Background: an optimization exercise with open tools, aiming at small area, a short achievable clock period and few clock cycles per item. Do not read the settings as production practice.
The RTL was checked by simulation tests, not by an equivalence proof against the original design.
Power figures rest on the tool's default switching activity, not on a simulated workload.

==> build 73: inputs <==
==> flow/design.v <==
package bbp_pkg;
   localparam int MAX_INDEX_BITS_DEFAULT = 10;
   localparam int COUNT_WIDTH_DEFAULT    = 32;
   localparam int ADDR_WIDTH  = 32;
   localparam int FIELD_WIDTH = 32;
   localparam int INDEX_REG_WIDTH = 4;
   localparam int EFF_WIDTH   = 5;
   typedef logic [ADDR_WIDTH-1:0]      addr_type;
   typedef logic [FIELD_WIDTH-1:0]     field_type;
   typedef logic [INDEX_REG_WIDTH-1:0] index_reg_type;
   typedef logic [EFF_WIDTH-1:0]       eff_bits_type;
   typedef logic [1:0]                 ctr_type;
   localparam index_reg_type INDEX_BITS_RESET = index_reg_type'(12);
   localparam ctr_type CTR_MIN = 2'd0;
   localparam ctr_type CTR_MAX = 2'd3;
   typedef struct packed {
      logic fire;
      logic predicted;
      logic taken;
   } outcome_type;
endpackage
module bbp_counter_ram #(
   parameter int ROW_BITS = 5,
   parameter int COL_BITS = 5
) (
   input  logic                                clock,
   input  logic [(1<<COL_BITS)-1:0]            rd_col_oh,
   output logic [(1<<ROW_BITS)-1:0][1:0]       rd_rows,
   input  logic [(1<<ROW_BITS)-1:0]            wr_row_en,
   input  logic [(1<<COL_BITS)-1:0]            wr_col_en,
   input  bbp_pkg::ctr_type                    wr_data
);
   localparam int ROWS = 1 << ROW_BITS;
   localparam int COLS = 1 << COL_BITS;
   logic [ROWS-1:0][COLS-1:0][1:0] mem;
   for (genvar r = 0; r < ROWS; r++) begin : g_row
      for (genvar c = 0; c < COLS; c++) begin : g_col
         always_ff @(posedge clock) begin
            if (wr_row_en[r] && wr_col_en[c]) begin
               mem[r][c] <= wr_data;
            end
         end
      end
   end
   always_comb begin
      for (int r = 0; r < ROWS; r++) begin
         rd_rows[r] = '0;
         for (int c = 0; c < COLS; c++) begin
            rd_rows[r] = rd_rows[r] | ({2{rd_col_oh[c]}} & mem[r][c]);
         end
      end
   end
endmodule
module bbp_stats #(
   parameter int COUNT_WIDTH = bbp_pkg::COUNT_WIDTH_DEFAULT
) (
   input  logic                   clock,
   input  logic                   clear,
   input  logic                   count,
   input  logic [3:0]             cls,
   output logic [COUNT_WIDTH-1:0] branch_tally,
   output logic [COUNT_WIDTH-1:0] hit_taken_tally,
   output logic [COUNT_WIDTH-1:0] miss_taken_tally,
   output logic [COUNT_WIDTH-1:0] hit_not_taken_tally,
   output logic [COUNT_WIDTH-1:0] miss_not_taken_tally
);
   function automatic logic [COUNT_WIDTH-1:0] sat_inc(input logic [COUNT_WIDTH-1:0] v);
      for (int i = 0; i < COUNT_WIDTH; i++) begin
         sat_inc[i] = (&v) | (v[i] ^ (&(v | ~((COUNT_WIDTH'(1) << i) - 1))));
      end
   endfunction
   logic [4:0][COUNT_WIDTH-1:0] tally_ff;
   logic [4:0]                  bump;
   assign bump = {1'b1, cls};
   for (genvar k = 0; k < 5; k++) begin : g_tally
      always_ff @(posedge clock) begin
         if (clear) begin
            tally_ff[k] <= '0;
         end else if (count && bump[k]) begin
            tally_ff[k] <= sat_inc(tally_ff[k]);
         end
      end
   end
   assign branch_tally         = tally_ff[4];
   assign hit_taken_tally      = tally_ff[3];
   assign miss_taken_tally     = tally_ff[2];
   assign miss_not_taken_tally = tally_ff[1];
   assign hit_not_taken_tally  = tally_ff[0];
endmodule
module bimodal_branch_predictor_unit #(
   parameter int MAX_INDEX_BITS = bbp_pkg::MAX_INDEX_BITS_DEFAULT,
   parameter int COUNT_WIDTH    = bbp_pkg::COUNT_WIDTH_DEFAULT
) (
   input  logic                   clock,
   input  logic                   reset,
   input  logic                   req_valid,
   output logic                   req_ready,
   input  bbp_pkg::addr_type      req_branch_address,
   input  logic                   req_taken,
   output logic                   rsp_valid,
   input  logic                   rsp_ready,
   output logic                   rsp_predicted_taken,
   output logic                   rsp_prediction_correct,
   output bbp_pkg::field_type     rsp_total_branches,
   output bbp_pkg::field_type     rsp_right_taken_count,
   output bbp_pkg::field_type     rsp_wrong_taken_count,
   output bbp_pkg::field_type     rsp_right_not_taken_count,
   output bbp_pkg::field_type     rsp_wrong_not_taken_count,
   input  logic                   csr_write_enable,
   input  bbp_pkg::index_reg_type csr_write_data
);
   localparam int COL_BITS = MAX_INDEX_BITS / 2;
   localparam int ROW_BITS = MAX_INDEX_BITS - COL_BITS;
   localparam int ROWS     = 1 << ROW_BITS;
   localparam int COLS     = 1 << COL_BITS;
   localparam int FIFO_AW  = 3;
   localparam int FIFO_D   = 1 << FIFO_AW;
   localparam int CAP      = FIFO_D;
   typedef logic [MAX_INDEX_BITS-1:0] idx_type;
   localparam bbp_pkg::eff_bits_type EFF_MAX = bbp_pkg::eff_bits_type'(MAX_INDEX_BITS);
   localparam bbp_pkg::eff_bits_type EFF_MIN = bbp_pkg::eff_bits_type'(1);
   bbp_pkg::index_reg_type index_bits_ff;
   logic                   clear_ff;
   logic                   ready_ff;
   logic [FIFO_AW:0]       inflight_ff;
   bbp_pkg::eff_bits_type eff_bits;
   idx_type               mask;
   idx_type               req_idx;
   logic                  accept;
   logic                  pop;
   logic [FIFO_AW:0]      inflight_next;
   always_comb begin
      priority if (index_bits_ff == '0) begin
         eff_bits = EFF_MIN;
      end else if (bbp_pkg::eff_bits_type'(index_bits_ff) > EFF_MAX) begin
         eff_bits = EFF_MAX;
      end else begin
         eff_bits = bbp_pkg::eff_bits_type'(index_bits_ff);
      end
   end
   always_comb begin
      for (int i = 0; i < MAX_INDEX_BITS; i++) begin
         mask[i] = (bbp_pkg::eff_bits_type'(i) < eff_bits);
      end
   end
   assign req_idx   = req_branch_address[MAX_INDEX_BITS-1:0] & mask;
   assign req_ready = ready_ff;
   assign accept    = req_valid && ready_ff;
   assign inflight_next = inflight_ff + (FIFO_AW+1)'(accept) - (FIFO_AW+1)'(pop);
   always_ff @(posedge clock) begin
      if (reset) begin
         index_bits_ff <= bbp_pkg::INDEX_BITS_RESET;
         inflight_ff   <= '0;
         ready_ff      <= 1'b1;
      end else begin
         if (csr_write_enable) begin
            index_bits_ff <= csr_write_data;
         end
         inflight_ff <= inflight_next;
         ready_ff    <= (inflight_next < (FIFO_AW+1)'(CAP));
      end
   end
   always_ff @(posedge clock) begin
      clear_ff <= reset;
   end
   logic             a_valid_ff;
   idx_type          a_idx_ff;
   logic             a_taken_ff;
   logic [COLS-1:0]  a_col_oh_ff;
   logic             b_valid_ff, c_valid_ff, w_valid_ff;
   idx_type          b_idx_ff, c_idx_ff, w_idx_ff;
   always_ff @(posedge clock) begin
      if (reset) begin
         a_valid_ff <= 1'b0;
      end else begin
         a_valid_ff <= accept;
      end
   end
   always_ff @(posedge clock) begin
      a_idx_ff   <= req_idx;
      a_taken_ff <= req_taken;
      for (int c = 0; c < COLS; c++) begin
         a_col_oh_ff[c] <= (req_idx[COL_BITS-1:0] == COL_BITS'(c));
      end
   end
   logic [ROWS-1:0][1:0] rd_rows;
   logic [ROWS-1:0]      wr_row_en;
   logic [COLS-1:0]      wr_col_en;
   bbp_pkg::ctr_type     wr_data;
   bbp_counter_ram #(
      .ROW_BITS (ROW_BITS),
      .COL_BITS (COL_BITS)
   ) u_ram (
      .clock     (clock),
      .rd_col_oh (a_col_oh_ff),
      .rd_rows   (rd_rows),
      .wr_row_en (wr_row_en),
      .wr_col_en (wr_col_en),
      .wr_data   (wr_data)
   );
   logic a_hit1, a_hit2, a_hit3;
   assign a_hit1 = b_valid_ff && (b_idx_ff == a_idx_ff);
   assign a_hit2 = c_valid_ff && (c_idx_ff == a_idx_ff);
   assign a_hit3 = w_valid_ff && (w_idx_ff == a_idx_ff);
   logic                 b_taken_ff;
   logic [ROWS-1:0][1:0] b_rows_ff;
   logic                 b_hit1_ff, b_hit2_ff, b_hit3_ff;
   bbp_pkg::ctr_type     w_val_ff, w2_val_ff;
   bbp_pkg::ctr_type     b_row_val, b_ctr;
   always_ff @(posedge clock) begin
      if (reset) begin
         b_valid_ff <= 1'b0;
      end else begin
         b_valid_ff <= a_valid_ff;
      end
   end
   always_ff @(posedge clock) begin
      b_idx_ff   <= a_idx_ff;
      b_taken_ff <= a_taken_ff;
      b_rows_ff  <= rd_rows;
      b_hit1_ff  <= a_hit1;
      b_hit2_ff  <= a_hit2;
      b_hit3_ff  <= a_hit3;
   end
   assign b_row_val = b_rows_ff[b_idx_ff[MAX_INDEX_BITS-1:COL_BITS]];
   always_comb begin
      if (b_hit2_ff) begin
         b_ctr = w_val_ff;
      end else if (b_hit3_ff) begin
         b_ctr = w2_val_ff;
      end else begin
         b_ctr = b_row_val;
      end
   end
   logic             c_taken_ff;
   logic             c_hit1_ff;
   bbp_pkg::ctr_type c_ctr_ff;
   bbp_pkg::ctr_type ctr_now, ctr_next;
   logic             pred;
   always_ff @(posedge clock) begin
      if (reset) begin
         c_valid_ff <= 1'b0;
      end else begin
         c_valid_ff <= b_valid_ff;
      end
   end
   always_ff @(posedge clock) begin
      c_idx_ff   <= b_idx_ff;
      c_taken_ff <= b_taken_ff;
      c_hit1_ff  <= b_hit1_ff;
      c_ctr_ff   <= b_ctr;
   end
   assign ctr_now = c_hit1_ff ? w_val_ff : c_ctr_ff;
   assign pred    = ctr_now[1];
   always_comb begin
      if (c_taken_ff) begin
         ctr_next = (ctr_now == bbp_pkg::CTR_MAX) ? ctr_now : ctr_now + 2'd1;
      end else begin
         ctr_next = (ctr_now == bbp_pkg::CTR_MIN) ? ctr_now : ctr_now - 2'd1;
      end
   end
   always_ff @(posedge clock) begin
      if (reset) begin
         w_valid_ff <= 1'b0;
      end else begin
         w_valid_ff <= c_valid_ff;
      end
   end
   always_ff @(posedge clock) begin
      if (reset) begin
         w_val_ff <= bbp_pkg::CTR_MIN;
      end else begin
         w_val_ff <= ctr_next;
      end
   end
   always_ff @(posedge clock) begin
      w_idx_ff  <= c_idx_ff;
      w2_val_ff <= w_val_ff;
   end
   always_comb begin
      for (int r = 0; r < ROWS; r++) begin
         wr_row_en[r] = clear_ff ||
                        (w_valid_ff && (w_idx_ff[MAX_INDEX_BITS-1:COL_BITS] == ROW_BITS'(r)));
      end
      for (int c = 0; c < COLS; c++) begin
         wr_col_en[c] = clear_ff || (w_idx_ff[COL_BITS-1:0] == COL_BITS'(c));
      end
   end
   assign wr_data = w_val_ff;
   logic [FIFO_D-1:0] fifo_pred_ff, fifo_taken_ff;
   logic [FIFO_AW:0]  wptr_ff, rptr_ff;
   logic              fifo_nonempty;
   logic              fifo_pop;
   always_ff @(posedge clock) begin
      if (reset) begin
         wptr_ff <= '0;
         rptr_ff <= '0;
      end else begin
         if (c_valid_ff) begin
            wptr_ff <= wptr_ff + 1'b1;
         end
         if (fifo_pop) begin
            rptr_ff <= rptr_ff + 1'b1;
         end
      end
   end
   always_ff @(posedge clock) begin
      if (c_valid_ff) begin
         fifo_pred_ff[wptr_ff[FIFO_AW-1:0]]  <= pred;
         fifo_taken_ff[wptr_ff[FIFO_AW-1:0]] <= c_taken_ff;
      end
   end
   assign fifo_nonempty = (wptr_ff != rptr_ff);
   assign head_pred     = fifo_pred_ff[rptr_ff[FIFO_AW-1:0]];
   assign head_taken    = fifo_taken_ff[rptr_ff[FIFO_AW-1:0]];
   logic       nx_valid_ff, nx_pred_ff;
   logic [3:0] nx_cls_ff;
   logic       head_pred, head_taken;
   logic rsp_valid_ff, rsp_pred_ff, rsp_correct_ff;
   assign pop      = nx_valid_ff && (!rsp_valid_ff || rsp_ready);
   assign fifo_pop = fifo_nonempty && (!nx_valid_ff || pop);
   always_ff @(posedge clock) begin
      if (reset) begin
         nx_valid_ff <= 1'b0;
      end else if (!nx_valid_ff || pop) begin
         nx_valid_ff <= fifo_nonempty;
      end
   end
   always_ff @(posedge clock) begin
      if (!nx_valid_ff || pop) begin
         nx_pred_ff <= head_pred;
         nx_cls_ff  <= {head_pred && head_taken, head_pred && !head_taken,
                        !head_pred && head_taken, !head_pred && !head_taken};
      end
   end
   always_ff @(posedge clock) begin
      if (reset) begin
         rsp_valid_ff <= 1'b0;
      end else begin
         rsp_valid_ff <= nx_valid_ff || (rsp_valid_ff && !rsp_ready);
      end
   end
   always_ff @(posedge clock) begin
      if (pop) begin
         rsp_pred_ff    <= nx_pred_ff;
         rsp_correct_ff <= nx_cls_ff[3] || nx_cls_ff[0];
      end
   end
   bbp_stats #(
      .COUNT_WIDTH(COUNT_WIDTH)
   ) u_stats (
      .clock                (clock),
      .clear                (clear_ff),
      .count                (pop),
      .cls                  (nx_cls_ff),
      .branch_tally         (rsp_total_branches),
      .hit_taken_tally      (rsp_right_taken_count),
      .miss_taken_tally     (rsp_wrong_taken_count),
      .hit_not_taken_tally  (rsp_right_not_taken_count),
      .miss_not_taken_tally (rsp_wrong_not_taken_count)
   );
   assign rsp_valid              = rsp_valid_ff;
   assign rsp_predicted_taken    = rsp_pred_ff;
   assign rsp_prediction_correct = rsp_correct_ff;
endmodule
==> flow/flow/run.sh <==
#!/bin/bash
set -euo pipefail
export CTS_ARGS="-sink_clustering_enable -repair_clock_nets -sink_clustering_size 30 -sink_clustering_max_diameter 60 -dont_use_dummy_load"
bash standard.sh > standard.log 2>&1
==> flow/standard.sh <==
#!/bin/bash
# synth_recipe.tcl (not shown) runs the flow's synth.tcl, then flattens the netlist and writes it again
# the make line also repeats each setting of config.mk as NAME=value (left out here)
make -C /OpenROAD-flow-scripts/flow DESIGN_CONFIG=/design/flow/config.mk WORK_HOME=/design/flow/orfs CLKGATE_MAP_FILE= SYNTH_SCRIPT=/design/flow/synth_recipe.tcl "${@:-finish}"
==> flow/config.mk <==
export PLATFORM = sky130hd
export DESIGN_NAME = bimodal_branch_predictor_unit
export DESIGN_NICKNAME = bimodal_branch_predictor_unit
export VERILOG_FILES = /design/flow/design.v
export SDC_FILE = /design/flow/constraint.sdc
export NUM_CORES = 4
export LEC_CHECK = 0
export CAP_MARGIN = 20
export CORE_MARGIN = 2
export CORE_UTILIZATION = 65
export CTS_CLUSTER_DIAMETER = 60
export CTS_CLUSTER_SIZE = 30
export PLACE_DENSITY = 0.72
export SETUP_SLACK_MARGIN = 3.0
export SLEW_MARGIN = 20
==> flow/constraint.sdc <==
create_clock -name core_clock -period 5.0 [get_ports {clock}]
set_input_delay 1.0000 -clock core_clock [delete_from_list [all_inputs] [get_ports {clock}]]
set_output_delay 1.0000 -clock core_clock [all_outputs]
set_load 0.01 [all_outputs]
==> trial 21: changes against build 73 <==
==> flow/design.v, changed modules only <==
module bbp_stats #(
   parameter int COUNT_WIDTH = bbp_pkg::COUNT_WIDTH_DEFAULT
) (
   input  logic                   clock,
   input  logic                   clear,
   input  logic                   count,
   input  logic                   predicted,
   input  logic                   taken,
   output logic [COUNT_WIDTH-1:0] branch_tally,
   output logic [COUNT_WIDTH-1:0] hit_taken_tally,
   output logic [COUNT_WIDTH-1:0] miss_taken_tally,
   output logic [COUNT_WIDTH-1:0] hit_not_taken_tally,
   output logic [COUNT_WIDTH-1:0] miss_not_taken_tally
);
   localparam logic [COUNT_WIDTH-1:0] COUNT_FULL = '1;
   function automatic logic [COUNT_WIDTH-1:0] sat_inc(input logic [COUNT_WIDTH-1:0] v);
      sat_inc = (v == COUNT_FULL) ? v : v + COUNT_WIDTH'(1);
   endfunction
   logic [COUNT_WIDTH-1:0] branch_ff, hit_t_ff, miss_t_ff, hit_nt_ff, miss_nt_ff;
   always_ff @(posedge clock) begin
      if (clear) begin
         branch_ff  <= '0;
         hit_t_ff   <= '0;
         miss_t_ff  <= '0;
         hit_nt_ff  <= '0;
         miss_nt_ff <= '0;
      end else if (count) begin
         branch_ff <= sat_inc(branch_ff);
         case ({predicted, taken})
            2'b11:   hit_t_ff   <= sat_inc(hit_t_ff);
            2'b10:   miss_t_ff  <= sat_inc(miss_t_ff);
            2'b01:   miss_nt_ff <= sat_inc(miss_nt_ff);
            default: hit_nt_ff  <= sat_inc(hit_nt_ff);
         endcase
      end
   end
   assign branch_tally         = branch_ff;
   assign hit_taken_tally      = hit_t_ff;
   assign miss_taken_tally     = miss_t_ff;
   assign hit_not_taken_tally  = hit_nt_ff;
   assign miss_not_taken_tally = miss_nt_ff;
endmodule
module bimodal_branch_predictor_unit #(
   parameter int MAX_INDEX_BITS = bbp_pkg::MAX_INDEX_BITS_DEFAULT,
   parameter int COUNT_WIDTH    = bbp_pkg::COUNT_WIDTH_DEFAULT
) (
   input  logic                   clock,
   input  logic                   reset,
   input  logic                   req_valid,
   output logic                   req_ready,
   input  bbp_pkg::addr_type      req_branch_address,
   input  logic                   req_taken,
   output logic                   rsp_valid,
   input  logic                   rsp_ready,
   output logic                   rsp_predicted_taken,
   output logic                   rsp_prediction_correct,
   output bbp_pkg::field_type     rsp_total_branches,
   output bbp_pkg::field_type     rsp_right_taken_count,
   output bbp_pkg::field_type     rsp_wrong_taken_count,
   output bbp_pkg::field_type     rsp_right_not_taken_count,
   output bbp_pkg::field_type     rsp_wrong_not_taken_count,
   input  logic                   csr_write_enable,
   input  bbp_pkg::index_reg_type csr_write_data
);
   localparam int COL_BITS = MAX_INDEX_BITS / 2;
   localparam int ROW_BITS = MAX_INDEX_BITS - COL_BITS;
   localparam int ROWS     = 1 << ROW_BITS;
   localparam int COLS     = 1 << COL_BITS;
   localparam int FIFO_AW  = 3;
   localparam int FIFO_D   = 1 << FIFO_AW;
   localparam int CAP      = FIFO_D;
   typedef logic [MAX_INDEX_BITS-1:0] idx_type;
   localparam bbp_pkg::eff_bits_type EFF_MAX = bbp_pkg::eff_bits_type'(MAX_INDEX_BITS);
   localparam bbp_pkg::eff_bits_type EFF_MIN = bbp_pkg::eff_bits_type'(1);
   bbp_pkg::index_reg_type index_bits_ff;
   logic                   clear_ff;
   logic                   ready_ff;
   logic [FIFO_AW:0]       inflight_ff;
   bbp_pkg::eff_bits_type eff_bits;
   idx_type               mask;
   idx_type               req_idx;
   logic                  accept;
   logic                  pop;
   logic [FIFO_AW:0]      inflight_next;
   always_comb begin
      priority if (index_bits_ff == '0) begin
         eff_bits = EFF_MIN;
      end else if (bbp_pkg::eff_bits_type'(index_bits_ff) > EFF_MAX) begin
         eff_bits = EFF_MAX;
      end else begin
         eff_bits = bbp_pkg::eff_bits_type'(index_bits_ff);
      end
   end
   always_comb begin
      for (int i = 0; i < MAX_INDEX_BITS; i++) begin
         mask[i] = (bbp_pkg::eff_bits_type'(i) < eff_bits);
      end
   end
   assign req_idx   = req_branch_address[MAX_INDEX_BITS-1:0] & mask;
   assign req_ready = ready_ff;
   assign accept    = req_valid && ready_ff;
   assign inflight_next = inflight_ff + (FIFO_AW+1)'(accept) - (FIFO_AW+1)'(pop);
   always_ff @(posedge clock) begin
      if (reset) begin
         index_bits_ff <= bbp_pkg::INDEX_BITS_RESET;
         inflight_ff   <= '0;
         ready_ff      <= 1'b1;
      end else begin
         if (csr_write_enable) begin
            index_bits_ff <= csr_write_data;
         end
         inflight_ff <= inflight_next;
         ready_ff    <= (inflight_next < (FIFO_AW+1)'(CAP));
      end
   end
   always_ff @(posedge clock) begin
      clear_ff <= reset;
   end
   logic             a_valid_ff;
   idx_type          a_idx_ff;
   logic             a_taken_ff;
   logic [COLS-1:0]  a_col_oh_ff;
   always_ff @(posedge clock) begin
      if (reset) begin
         a_valid_ff <= 1'b0;
      end else begin
         a_valid_ff <= accept;
      end
   end
   always_ff @(posedge clock) begin
      a_idx_ff   <= req_idx;
      a_taken_ff <= req_taken;
      for (int c = 0; c < COLS; c++) begin
         a_col_oh_ff[c] <= (req_idx[COL_BITS-1:0] == COL_BITS'(c));
      end
   end
   logic [ROWS-1:0][1:0] rd_rows;
   logic [ROWS-1:0]      wr_row_en;
   logic [COLS-1:0]      wr_col_en;
   bbp_pkg::ctr_type     wr_data;
   bbp_counter_ram #(
      .ROW_BITS (ROW_BITS),
      .COL_BITS (COL_BITS)
   ) u_ram (
      .clock     (clock),
      .rd_col_oh (a_col_oh_ff),
      .rd_rows   (rd_rows),
      .wr_row_en (wr_row_en),
      .wr_col_en (wr_col_en),
      .wr_data   (wr_data)
   );
   logic                 b_valid_ff;
   idx_type              b_idx_ff;
   logic                 b_taken_ff;
   logic [ROWS-1:0][1:0] b_rows_ff;
   logic                 w_valid_ff, w2_valid_ff;
   idx_type              w_idx_ff, w2_idx_ff;
   bbp_pkg::ctr_type     w_val_ff, w2_val_ff;
   bbp_pkg::ctr_type     ctr_raw, ctr_now, ctr_next;
   logic                 pred;
   always_ff @(posedge clock) begin
      if (reset) begin
         b_valid_ff <= 1'b0;
      end else begin
         b_valid_ff <= a_valid_ff;
      end
   end
   always_ff @(posedge clock) begin
      b_idx_ff   <= a_idx_ff;
      b_taken_ff <= a_taken_ff;
      b_rows_ff  <= rd_rows;
   end
   assign ctr_raw = b_rows_ff[b_idx_ff[MAX_INDEX_BITS-1:COL_BITS]];
   always_comb begin
      if (w_valid_ff && (w_idx_ff == b_idx_ff)) begin
         ctr_now = w_val_ff;
      end else if (w2_valid_ff && (w2_idx_ff == b_idx_ff)) begin
         ctr_now = w2_val_ff;
      end else begin
         ctr_now = ctr_raw;
      end
   end
   assign pred = ctr_now[1];
   always_comb begin
      if (b_taken_ff) begin
         ctr_next = (ctr_now == bbp_pkg::CTR_MAX) ? ctr_now : ctr_now + 2'd1;
      end else begin
         ctr_next = (ctr_now == bbp_pkg::CTR_MIN) ? ctr_now : ctr_now - 2'd1;
      end
   end
   always_ff @(posedge clock) begin
      if (reset) begin
         w_valid_ff  <= 1'b0;
         w2_valid_ff <= 1'b0;
      end else begin
         w_valid_ff  <= b_valid_ff;
         w2_valid_ff <= w_valid_ff;
      end
   end
   always_ff @(posedge clock) begin
      w_idx_ff  <= b_idx_ff;
      w_val_ff  <= ctr_next;
      w2_idx_ff <= w_idx_ff;
      w2_val_ff <= w_val_ff;
   end
   always_comb begin
      for (int r = 0; r < ROWS; r++) begin
         wr_row_en[r] = clear_ff ||
                        (w_valid_ff && (w_idx_ff[MAX_INDEX_BITS-1:COL_BITS] == ROW_BITS'(r)));
      end
      for (int c = 0; c < COLS; c++) begin
         wr_col_en[c] = clear_ff || (w_idx_ff[COL_BITS-1:0] == COL_BITS'(c));
      end
   end
   assign wr_data = clear_ff ? bbp_pkg::CTR_MIN : w_val_ff;
   logic [FIFO_D-1:0] fifo_pred_ff, fifo_taken_ff;
   logic [FIFO_AW:0]  wptr_ff, rptr_ff;
   logic              fifo_nonempty;
   logic              head_pred, head_taken;
   always_ff @(posedge clock) begin
      if (reset) begin
         wptr_ff <= '0;
         rptr_ff <= '0;
      end else begin
         if (b_valid_ff) begin
            wptr_ff <= wptr_ff + 1'b1;
         end
         if (pop) begin
            rptr_ff <= rptr_ff + 1'b1;
         end
      end
   end
   always_ff @(posedge clock) begin
      if (b_valid_ff) begin
         fifo_pred_ff[wptr_ff[FIFO_AW-1:0]]  <= pred;
         fifo_taken_ff[wptr_ff[FIFO_AW-1:0]] <= b_taken_ff;
      end
   end
   assign fifo_nonempty = (wptr_ff != rptr_ff);
   assign head_pred     = fifo_pred_ff[rptr_ff[FIFO_AW-1:0]];
   assign head_taken    = fifo_taken_ff[rptr_ff[FIFO_AW-1:0]];
   logic rsp_valid_ff, rsp_pred_ff, rsp_correct_ff;
   assign pop = fifo_nonempty && (!rsp_valid_ff || rsp_ready);
   always_ff @(posedge clock) begin
      if (reset) begin
         rsp_valid_ff <= 1'b0;
      end else begin
         rsp_valid_ff <= fifo_nonempty || (rsp_valid_ff && !rsp_ready);
      end
   end
   always_ff @(posedge clock) begin
      if (pop) begin
         rsp_pred_ff    <= head_pred;
         rsp_correct_ff <= (head_pred == head_taken);
      end
   end
   bbp_stats #(
      .COUNT_WIDTH(COUNT_WIDTH)
   ) u_stats (
      .clock                (clock),
      .clear                (clear_ff),
      .count                (pop),
      .predicted            (head_pred),
      .taken                (head_taken),
      .branch_tally         (rsp_total_branches),
      .hit_taken_tally      (rsp_right_taken_count),
      .miss_taken_tally     (rsp_wrong_taken_count),
      .hit_not_taken_tally  (rsp_right_not_taken_count),
      .miss_not_taken_tally (rsp_wrong_not_taken_count)
   );
   assign rsp_valid              = rsp_valid_ff;
   assign rsp_predicted_taken    = rsp_pred_ff;
   assign rsp_prediction_correct = rsp_correct_ff;
endmodule
==> flow/run.sh (new file) <==
#!/bin/bash
# synth_recipe.tcl (not shown) runs the flow's synth.tcl, then flattens the netlist and writes it again
# the make line also repeats each setting of config.mk as NAME=value (left out here)
make -C /OpenROAD-flow-scripts/flow DESIGN_CONFIG=/design/flow/config.mk WORK_HOME=/design/flow/orfs CLKGATE_MAP_FILE= SYNTH_SCRIPT=/design/flow/synth_recipe.tcl finish
Settings changed: CTS_CLUSTER_DIAMETER 60 to default, CTS_CLUSTER_SIZE 30 to default, SETUP_SLACK_MARGIN 3.0 to 2.6.
removed: flow/flow/run.sh
removed: flow/standard.sh
==> comparison <==
Against build 73, the non-clock buffer count of trial 21 is lower by 215.
Sequential power is about the same in trial 21 and build 73.
In build 73 the critical path depth is lower than in trial 21, by 8.
Combinational power: build 73 is lower than trial 21 (about 4%).
Maximum frequency: trial 21 is lower than build 73 (about 19%).
Synthesized cell count: trial 21 is larger than build 73 (0.90%).
Die area is about the same in trial 21 and build 73.
Testbench counts of build 73, summed over its fixed seeds: cycles 35,595, items 32,000.
Testbench counts of trial 21, summed over its fixed seeds: cycles 35,580, items 32,000.

## re-timing with driven ports
No port has a modelled driver above. Below, the same layouts with a new extraction and two added sets of constraints.
Step 1 (the two cells are an assumption about what drives the block):
set clk [get_ports {clock}]
set_driving_cell -lib_cell sky130_fd_sc_hd__clkbuf_16 $clk
set_driving_cell -lib_cell sky130_fd_sc_hd__buf_2 [delete_from_list [all_inputs] $clk]
Step 2 moves the port delays by t, midway between the first and last clock arrival at a register: inputs arrive t later, outputs are due t later. That takes back most of the time a late clock gives input paths.
Slacks: no drivers / after step 1 / after step 2; pairs: no drivers / after step 1.
run | shift t [ns] | setup WS [ns] | hold slack, ns | latest minus earliest clock arrival (ns)
build 73 | 0.887 | 2.674 / 2.594 / 2.206 | 0.340 / 0.340 / 0.340 | 0.073 / 0.073
trial 21 | 0.920 | 2.136 / 2.136 / 1.552 | 0.325 / 0.325 / 0.325 | 0.039 / 0.039
After both steps every run listed still meets setup and hold. The setup slack of trial 21, which loses most, moves by 0.000 ns with the drivers and by -0.584 ns with both steps.
